This design comes from an exercise in tuning for small area, a short achievable clock period and few clock cycles per item on the open sky130 flow, not from production work.
RTL that was checked went through simulation tests only; none was proved equivalent to the original.

==> module forward_engine, before the edit <==
module forward_engine (
    input  logic                                                                   clk,
    input  logic                                                                   rst_n,
    input  logic                                                                   in_valid_d,
    input  logic [nn_num_pkg::WORD_BITS-1:0]                                       data_point,
    input  logic [nn_seq_pkg::STEP_BITS-1:0]                                       count,
    input  logic                                                                   x_valid,
    input  logic [nn_seq_pkg::STEP_BITS-1:0]                                       x_step,
    input  logic [nn_num_pkg::HIDDEN-1:0][nn_num_pkg::WORD_BITS-1:0]                 w1_head,
    input  logic [nn_num_pkg::HIDDEN-1:0]                                            w1_ok,
    input  logic [nn_num_pkg::HIDDEN-1:0][nn_num_pkg::WORD_BITS-1:0]                 w2,
    input  logic [nn_num_pkg::HIDDEN-1:0]                                            w2_ok,
    output logic                                                                   out_valid,
    output logic [nn_num_pkg::WORD_BITS-1:0]                                       out
);
    logic                             s2_valid;
    logic                             s2_last;
    logic                             acc_clear;  
    logic                             out_mul;    
    logic                             out_sum;    
    logic [WORD_BITS-1:0]             x;          
    logic [HIDDEN-1:0][WORD_BITS-1:0] mac_a;      
    logic [HIDDEN-1:0][7:0]           mac_one;    
    logic [HIDDEN-1:0][7:0]           mac_two;
    logic [HIDDEN-1:0][7:0]           mac_neg;
    logic [HIDDEN-1:0][7:0]           w1_one, w1_two, w1_neg;   
    logic [HIDDEN-1:0][7:0]           w2_one, w2_two, w2_neg;   
    logic [HIDDEN-1:0][WORD_BITS-1:0] pp_s;       
    logic [HIDDEN-1:0][WORD_BITS-1:0] pp_c;
    logic [HIDDEN-1:0]                pp_ci;
    logic [HIDDEN-1:0][WORD_BITS-1:0] row_s;      
    logic [HIDDEN-1:0][WORD_BITS-1:0] row_c;
    logic [HIDDEN-1:0]                row_ci;
    logic [HIDDEN-1:0][WORD_BITS-1:0] acc;        
    logic [HIDDEN-1:0][WORD_BITS-1:0] acc_sum;    
    logic [HIDDEN-1:0][WORD_BITS-1:0] acc_cs_s;
    logic [HIDDEN-1:0][WORD_BITS-1:0] acc_cs_c;
    always_ff @(posedge clk or negedge rst_n) begin
        if (!rst_n) begin
            s2_valid <= 1'b0;
            s2_last  <= 1'b0;
            out_mul  <= 1'b0;
            out_sum  <= 1'b0;
        end else begin
            s2_valid <= x_valid;
            s2_last  <= x_valid && (x_step == LAST_WORD);
            out_mul  <= s2_last;
            out_sum  <= out_mul;
        end
    end
    for (genvar j = 0; j < HIDDEN; j++) begin : g_enc
        booth_enc enc1_i (
            .b   (w1_head[j]),
            .ok  (w1_ok[j]),
            .one (w1_one[j]),
            .two (w1_two[j]),
            .neg (w1_neg[j])
        );
        booth_enc enc2_i (
            .b   (w2[j]),
            .ok  (w2_ok[j]),
            .one (w2_one[j]),
            .two (w2_two[j]),
            .neg (w2_neg[j])
        );
    end
    always_ff @(posedge clk) begin
        x <= data_point;
        for (int j = 0; j < HIDDEN; j++) begin
            if (in_valid_d) begin
                mac_one[j] <= w1_one[j];
                mac_two[j] <= w1_two[j];
                mac_neg[j] <= w1_neg[j];
            end else begin
                mac_one[j] <= w2_one[j];
                mac_two[j] <= w2_two[j];
                mac_neg[j] <= w2_neg[j];
            end
        end
    end
    always_comb begin
        for (int j = 0; j < HIDDEN; j++) begin
            if (out_mul) begin
                mac_a[j] = acc[j][WORD_BITS-1] ? '0 : acc[j];
            end else begin
                mac_a[j] = x;
            end
        end
    end
    for (genvar j = 0; j < HIDDEN; j++) begin : g_pp
        booth_pp pp_i (
            .a   (mac_a[j]),
            .one (mac_one[j]),
            .two (mac_two[j]),
            .neg (mac_neg[j]),
            .s   (pp_s[j]),
            .c   (pp_c[j]),
            .ci  (pp_ci[j])
        );
    end
    always_ff @(posedge clk) begin
        row_s  <= pp_s;
        row_c  <= pp_c;
        row_ci <= pp_ci;
    end
    always_comb begin
        for (int j = 0; j < HIDDEN; j++) begin
            acc_cs_s[j] = acc[j] ^ row_s[j] ^ row_c[j];
            acc_cs_c[j] = WORD_BITS'({(acc[j] & row_s[j]) | (acc[j] & row_c[j]) | (row_s[j] & row_c[j]), 1'b0});
            acc_sum[j]  = acc_cs_s[j] + acc_cs_c[j] + WORD_BITS'(row_ci[j]);
        end
    end
    assign acc_clear = (count == '0) && !x_valid && !s2_valid;
    always_ff @(posedge clk) begin
        if (s2_valid) begin
            acc <= acc_sum;
        end else if (acc_clear) begin
            acc <= '0;
        end
    end
    logic [WORD_BITS-1:0] out_total;
    out_sum out_sum_i (
        .s  (row_s),
        .c  (row_c),
        .ci (row_ci),
        .y  (out_total)
    );
    always_ff @(posedge clk or negedge rst_n) begin
        if (!rst_n) begin
            out_valid <= 1'b0;
            out       <= '0;
        end else if (out_sum) begin
            out_valid <= 1'b1;
            out       <= out_total;
        end else begin
            out_valid <= 1'b0;
            out       <= '0;
        end
    end
endmodule
clock: 12.0 ns
lec_check: 0
abc_area: 0
abc_clock_period_in_ps: 4000
cap_margin: 20
core_margin: 2
core_utilization: 40
cts_cluster_diameter: 80
cts_cluster_size: 24
setup_slack_margin: 5
slew_margin: 20
standard.sh (not shown) runs the stock make flow with config.mk's settings and CLKGATE_MAP_FILE= SYNTH_SCRIPT=/design/flow/synth_recipe.tcl, a recipe that flattens the netlist after the stock synthesis.
==> flow/flow/run.sh <==
#!/bin/bash
set -euo pipefail
MARGIN=${MARGIN:-8.5}
TNS=${TNS:-20}
PORTBUF=${PORTBUF:-sky130_fd_sc_hd__buf_2}
# The standard synthesis, unchanged
bash standard.sh synth > synth.log 2>&1
# The rest of the standard flow with the wider repair margin
sed -e "s/SETUP_SLACK_MARGIN=[-0-9.]*/SETUP_SLACK_MARGIN=$MARGIN TNS_END_PERCENT=$TNS BUFFER_PORTS_ARGS='-buffer_cell $PORTBUF'/" standard.sh > layout.sh
grep -q "SETUP_SLACK_MARGIN=$MARGIN" layout.sh
bash layout.sh finish > layout.log 2>&1
Edit:
--- a/flow/design.v
+++ b/flow/design.v
@@ -128,11 +128,10 @@
     logic                             s2_valid;
     logic                             s2_last;
     logic                             acc_clear;  
     logic                             out_mul;    
     logic                             out_sum;    
-    logic [WORD_BITS-1:0]             x;          
     logic [HIDDEN-1:0][WORD_BITS-1:0] mac_a;      
     logic [HIDDEN-1:0][7:0]           mac_one;    
     logic [HIDDEN-1:0][7:0]           mac_two;
     logic [HIDDEN-1:0][7:0]           mac_neg;
     logic [HIDDEN-1:0][7:0]           w1_one, w1_two, w1_neg;   
@@ -175,32 +174,24 @@
             .two (w2_two[j]),
             .neg (w2_neg[j])
         );
     end
     always_ff @(posedge clk) begin
-        x <= data_point;
         for (int j = 0; j < HIDDEN; j++) begin
             if (in_valid_d) begin
+                mac_a[j]   <= data_point;
                 mac_one[j] <= w1_one[j];
                 mac_two[j] <= w1_two[j];
                 mac_neg[j] <= w1_neg[j];
             end else begin
+                mac_a[j]   <= acc_sum[j][WORD_BITS-1] ? '0 : acc_sum[j];
                 mac_one[j] <= w2_one[j];
                 mac_two[j] <= w2_two[j];
                 mac_neg[j] <= w2_neg[j];
             end
         end
     end
-    always_comb begin
-        for (int j = 0; j < HIDDEN; j++) begin
-            if (out_mul) begin
-                mac_a[j] = acc[j][WORD_BITS-1] ? '0 : acc[j];
-            end else begin
-                mac_a[j] = x;
-            end
-        end
-    end
     for (genvar j = 0; j < HIDDEN; j++) begin : g_pp
         booth_pp pp_i (
             .a   (mac_a[j]),
             .one (mac_one[j]),
             .two (mac_two[j]),
Outcome: Worst setup slack gets better by 0.25 ns; via count falls by 5.8%; fmax grows by 6.9%; wire length goes down by 7.7%.
Testbench counts after the change, summed over its fixed seeds: cycles 12,808, items 1,600.
The RTL of the first run of this note was laid out without a check of its function.

[separate check: timing with driven ports]
How much do the figures lean on ideal ports? The routed layouts below were timed once more, with nothing changed but the port constraints.
Step 1, drivers: a clkbuf_16 drives clk and a buf_2 each remaining input, both assumed.
Step 2 adds t to the input delays and takes it off the output delays; t is the mean of the earliest and latest rising clock arrival at the registers after step 1. Input paths then give back, and output paths get back, about the clock's delay inside the block.
Slacks: no drivers / after step 1 / after step 2; pairs: no drivers / after step 1.
run | t (ns) | slack for setup (ns) | latest minus earliest clock arrival (ns) | pins driven straight from the clock port
the first run | 0.654 | 8.151 / 8.151 / 7.938 | 0.048 / 0.048 | 1
the second run | 0.696 | 8.398 / 8.398 / 7.933 | 0.029 / 0.029 | 1
After both steps setup and hold are still met in every run listed. The setup slack of the second run, which loses most, moves by 0.000 ns with the drivers and by -0.465 ns with both steps.
